This design comes from an exercise in tuning for small area and a short achievable clock period on the open sky130 flow, not from production work. Only simulation tests tie the RTL to the original design; equivalence was not proved. Power and IR drop assume default switching activity.

==> try-willow <==
## camera_display_top
module camera_display_top (
    input  logic       video_clk,
    input  logic       rst_n,
    input  logic       cam_vsync,
    input  logic       cam_href,
    input  logic [7:0] cam_data,
    output logic       vid_hs,
    output logic       vid_vs,
    output logic       vid_de,
    output logic [7:0] vid_r,
    output logic [7:0] vid_g,
    output logic [7:0] vid_b
);
==> module frame_store, before the edit <==
module frame_store #(
    parameter int N  = video_pkg::STORE_DEPTH,
    parameter int AW = video_pkg::STORE_AW,
    parameter int W  = video_pkg::PIX_W
) (
    input  logic                           video_clk,
    input  logic                           rst_n,
    input  logic [video_pkg::STORE_AW-1:0] phase,      
    input  logic                           pix_en,     
    input  logic [video_pkg::STORE_AW-1:0] pix_addr,
    input  logic [video_pkg::PIX_W-1:0]    pix_data,
    input  logic [7:0]                     tap_lo,     
    input  logic [3:0]                     tap_hi,     
    input  logic [AW-1:0]                  rd_pos,     
    input  logic [3:0]                     rd_lag,     
    input  logic [2:0]                     rd_low,     
    output logic [video_pkg::PIX_W-1:0]    rd_data     
);
    logic [W-1:0]  ring [N];
    logic [W-1:0]  low_word [3];    
    logic          slot_sel;        
    logic [1:0]    landing;         
    logic [1:0]    waiting;         
    logic [1:0]    low;             
    logic [1:0]    low_a [2];       
    logic [AW-1:0] place [2];       
    logic [W-1:0]  data [2];
    logic [1:0]    aligned;         
    logic [1:0]    enter;
    always_ff @(posedge video_clk or negedge rst_n)
    begin
        if (!rst_n)
        begin
            landing <= '0;
        end
        else
        begin
            landing[0] <= pix_en & ~slot_sel;
            landing[1] <= pix_en &  slot_sel;
        end
    end
    always_comb
    begin
        for (int s = 0; s < 2; s++)
        begin
            aligned[s] = (place[s][1:0] == 2'b01);
            enter[s]   = (landing[s] | waiting[s]) & aligned[s] & ~low[s];
        end
    end
    always_ff @(posedge video_clk)
    begin
        if (pix_en)
        begin
            slot_sel <= ~slot_sel;
        end
        for (int s = 0; s < 2; s++)
        begin
            waiting[s] <= (landing[s] | waiting[s]) & ~aligned[s] & ~low[s];
            if (pix_en && (slot_sel == 1'(s)))
            begin
                place[s] <= pix_addr - phase - 1'b1;
                data[s]  <= pix_data;
                low[s]   <= (pix_addr < AW'(3));
                low_a[s] <= pix_addr[1:0];
            end
            else
            begin
                place[s] <= place[s] - 1'b1;
            end
        end
        for (int s = 0; s < 2; s++)
        begin
            for (int a = 0; a < 3; a++)
            begin
                if (landing[s] && low[s] && (low_a[s] == 2'(a)))
                begin
                    low_word[a] <= data[s];
                end
            end
        end
    end
    logic [N/4-1:0] tap_en;
    logic [W-1:0]   tap_data;
    assign tap_data = enter[1] ? data[1] : data[0];
    always_comb
    begin
        for (int k = 0; k < N/4; k++)
        begin
            tap_en[k] = (enter[0] && (place[0][AW-1:2] == (AW-2)'(k))) ||
                        (enter[1] && (place[1][AW-1:2] == (AW-2)'(k)));
        end
    end
    always_ff @(posedge video_clk)
    begin
        for (int p = 0; p < N; p++)
        begin
            if ((p % 4 == 0) && tap_en[p/4])
            begin
                ring[p] <= tap_data;
            end
            else
            begin
                ring[p] <= ring[(p + 1) % N];
            end
        end
    end
    logic [N/4-1:0] tap_sel;
    logic [W-1:0]   tap_word;
    logic [W-1:0]   smp [4];
    logic [3:0]     rd_lag_q;
    logic [1:0]     rd_slot;        
    logic           byp_q;
    logic [W-1:0]   byp_data_q;
    always_comb
    begin
        tap_word = '0;
        for (int k = 0; k < N/4; k++)
        begin
            tap_sel[k] = tap_lo[k % 8] & tap_hi[k / 8];
            tap_word   = tap_word | (ring[4*k] & {W{tap_sel[k]}});
        end
        for (int s = 0; s < 2; s++)
        begin
            rd_slot[s] = waiting[s] && (place[s] == rd_pos);
        end
    end
    always_ff @(posedge video_clk)
    begin
        smp[0] <= tap_word;
        for (int k = 1; k < 4; k++)
        begin
            smp[k] <= smp[k-1];
        end
        rd_lag_q   <= rd_lag;
        byp_q      <= (|rd_low) | rd_slot[0] | rd_slot[1];
        if (|rd_low)
        begin
            byp_data_q <= rd_low[0] ? low_word[0] : (rd_low[1] ? low_word[1] : low_word[2]);
        end
        else
        begin
            byp_data_q <= rd_slot[1] ? data[1] : data[0];
        end
    end
    always_comb
    begin
        rd_data = '0;
        for (int k = 0; k < 4; k++)
        begin
            rd_data = rd_data | (smp[k] & {W{rd_lag_q[k]}});
        end
        if (byp_q)
        begin
            rd_data = byp_data_q;
        end
    end
endmodule
clock: 5.0 ns
lec_check: 0
cap_margin: 20
core_margin: 2
core_utilization: 50
place_density: 0.65
slew_margin: 20
run.sh (not shown) runs the stock make flow with config.mk's settings and CLKGATE_MAP_FILE= SYNTH_SCRIPT=/design/flow/synth_recipe.tcl, a recipe that flattens the netlist after the stock synthesis.
==> inputs of try-amber, as changes to try-willow <==
--- a/flow/config.mk
+++ b/flow/config.mk
@@ -9,4 +9,5 @@
 export CORE_MARGIN = 2
 export CORE_UTILIZATION = 50
 export PLACE_DENSITY = 0.65
+export SETUP_SLACK_MARGIN = 2.6
 export SLEW_MARGIN = 20
==> inputs of try-violet, as changes to try-willow <==
--- a/flow/design.v
+++ b/flow/design.v
@@ -140,7 +140,16 @@
     logic [AW-1:0] place [2];       
     logic [W-1:0]  data [2];
     logic [1:0]    aligned;         
-    logic [1:0]    enter;
+    logic [1:0]    landing_c;       
+    logic [1:0]    waiting_c;
+    logic [1:0]    low_c;
+    logic [AW-1:0] place_c [2];
+    logic [1:0]    enter_c;         
+    logic [AW-1:0] load_place;      
+    always_ff @(posedge video_clk)
+    begin
+        load_place <= pix_addr + ~phase - 1'b1;
+    end
     always_ff @(posedge video_clk or negedge rst_n)
     begin
         if (!rst_n)
@@ -149,16 +158,27 @@
         end
         else
         begin
-            landing[0] <= pix_en & ~slot_sel;
-            landing[1] <= pix_en &  slot_sel;
+            landing <= landing_c;
         end
     end
     always_comb
     begin
         for (int s = 0; s < 2; s++)
         begin
-            aligned[s] = (place[s][1:0] == 2'b01);
-            enter[s]   = (landing[s] | waiting[s]) & aligned[s] & ~low[s];
+            aligned[s]   = (place[s][1:0] == 2'b01);
+            landing_c[s] = pix_en & (slot_sel == 1'(s));
+            waiting_c[s] = (landing[s] | waiting[s]) & ~aligned[s] & ~low[s];
+            if (landing_c[s])
+            begin
+                place_c[s] = load_place;
+                low_c[s]   = (pix_addr < AW'(3));
+            end
+            else
+            begin
+                place_c[s] = place[s] - 1'b1;
+                low_c[s]   = low[s];
+            end
+            enter_c[s] = (landing_c[s] | waiting_c[s]) & (place_c[s][1:0] == 2'b01) & ~low_c[s];
         end
     end
     always_ff @(posedge video_clk)
@@ -167,20 +187,16 @@
         begin
             slot_sel <= ~slot_sel;
         end
+        waiting <= waiting_c;
         for (int s = 0; s < 2; s++)
         begin
-            waiting[s] <= (landing[s] | waiting[s]) & ~aligned[s] & ~low[s];
-            if (pix_en && (slot_sel == 1'(s)))
+            place[s] <= place_c[s];
+            low[s]   <= low_c[s];
+            if (landing_c[s])
             begin
-                place[s] <= pix_addr - phase - 1'b1;
                 data[s]  <= pix_data;
-                low[s]   <= (pix_addr < AW'(3));
                 low_a[s] <= pix_addr[1:0];
             end
-            else
-            begin
-                place[s] <= place[s] - 1'b1;
-            end
         end
         for (int s = 0; s < 2; s++)
         begin
@@ -193,15 +209,45 @@
             end
         end
     end
+    logic           ins_land;       
+    logic           ins_wait;       
+    logic           ins_slot;
+    logic [7:0]     ins_lo;         
+    logic [3:0]     ins_hi;
+    logic [AW-1:0]  ins_place_c;
     logic [N/4-1:0] tap_en;
     logic [W-1:0]   tap_data;
-    assign tap_data = enter[1] ? data[1] : data[0];
+    assign ins_place_c = enter_c[1] ? place_c[1] : place_c[0];
+    always_ff @(posedge video_clk or negedge rst_n)
+    begin
+        if (!rst_n)
+        begin
+            ins_land <= 1'b0;
+        end
+        else
+        begin
+            ins_land <= |(enter_c & landing_c);
+        end
+    end
+    always_ff @(posedge video_clk)
+    begin
+        ins_wait <= |(enter_c & waiting_c);
+        ins_slot <= enter_c[1];
+        for (int i = 0; i < 8; i++)
+        begin
+            ins_lo[i] <= (ins_place_c[4:2] == 3'(i));
+        end
+        for (int i = 0; i < 4; i++)
+        begin
+            ins_hi[i] <= (ins_place_c[6:5] == 2'(i));
+        end
+    end
+    assign tap_data = ins_slot ? data[1] : data[0];
     always_comb
     begin
         for (int k = 0; k < N/4; k++)
         begin
-            tap_en[k] = (enter[0] && (place[0][AW-1:2] == (AW-2)'(k))) ||
-                        (enter[1] && (place[1][AW-1:2] == (AW-2)'(k)));
+            tap_en[k] = (ins_land | ins_wait) & ins_lo[k % 8] & ins_hi[k / 8];
         end
     end
     always_ff @(posedge video_clk)
--- a/flow/config.mk
+++ b/flow/config.mk
@@ -8,5 +8,8 @@
 export CAP_MARGIN = 20
 export CORE_MARGIN = 2
 export CORE_UTILIZATION = 50
+export CTS_CLUSTER_DIAMETER = 80
+export CTS_CLUSTER_SIZE = 24
 export PLACE_DENSITY = 0.65
+export SETUP_SLACK_MARGIN = 2.7
 export SLEW_MARGIN = 20
==> summary.txt <==
                                                                                   try-amber                    try-willow                   try-violet
Total number of sequential cells                                                        2339                          2339                         2361
Synthesized-area fraction occupied by ao, oa, aoi and oai cells                        7.93%                         7.93%                        10.3%
Violation count after the first detailed-routing iteration                              2743                          2736                         3534
Post-route met1 wirelength                                                          69500 um                      67200 um                     68900 um
FF-to-FF End                                                     u_store.ring[92][1]$_DFF_P_  u_store.ring[28][10]$_DFF_P_  u_store.ring[96][4]$_DFF_P_
Number of flops mapped to enable cells by yosys                                          107                           107                          105
Maximum fanout along the worst path                                                       16                            20                           20
First-pass iteration count of the detailed router                                          6                             7                            9
Clock-pin transition on the worst setup and hold timing paths                        0.06 ns                       0.06 ns                      0.10 ns
Vias after detailed routing                                                            33300                         32800                        34200
Rows                                                                                     130                           130                          129
Reg2reg path depth                                                                         3                             6                            5
Num CTS Buffers                                                                          205                           205                          109
Number of flip-flops and latches in the synthesized netlist                             2339                          2339                         2361
Number of non-clock inverters in the layout                                               41                            40                           75
Logic pwr share                                                                         2.4%                          2.3%                         2.9%
Netlist cell types                                                                        83                            83                           69
Proportion of power drawn by the clock network                                         44.3%                         44.3%                        32.0%
Post-route ant nets                                                                        0                             0                            1
Result of the run                                                             finished clean                finished clean   complete, but fails checks
Layout check failures                                                                      -                             -                antenna rules
Top sig layer                                                                           met4                          met4                         met5

==> static timing again, ports no longer ideal <==
Ports are ideal in the flow. The routed layouts listed here were re-timed in OpenROAD.
Step 1, drivers: a clkbuf_16 drives video_clk and a buf_2 each remaining input, both assumed.
Step 2 adds t to the input delays and takes it off the output delays; t is the mean of the earliest and latest rising clock arrival at the registers after step 1. Input paths then give back, and output paths get back, about the clock's delay inside the block.
Three values: no drivers, after step 1, after step 2; two values: the first two.
run	t (ns)	slack for setup (ns)	hold slack, ns	clock arrival spread, ns
try-willow	0.875	1.638 / 1.638 / 1.425	0.177 / 0.127 / 0.303	0.033 / 0.033
try-amber	0.869	2.640 / 2.599 / 2.037	0.164 / 0.119 / 0.308	0.027 / 0.027
try-violet	0.799	2.728 / 2.674 / 2.056	0.288 / 0.236 / 0.300	0.043 / 0.042
The setup slack of try-violet, which loses most, moves by -0.054 ns with the drivers and by -0.672 ns with both steps.
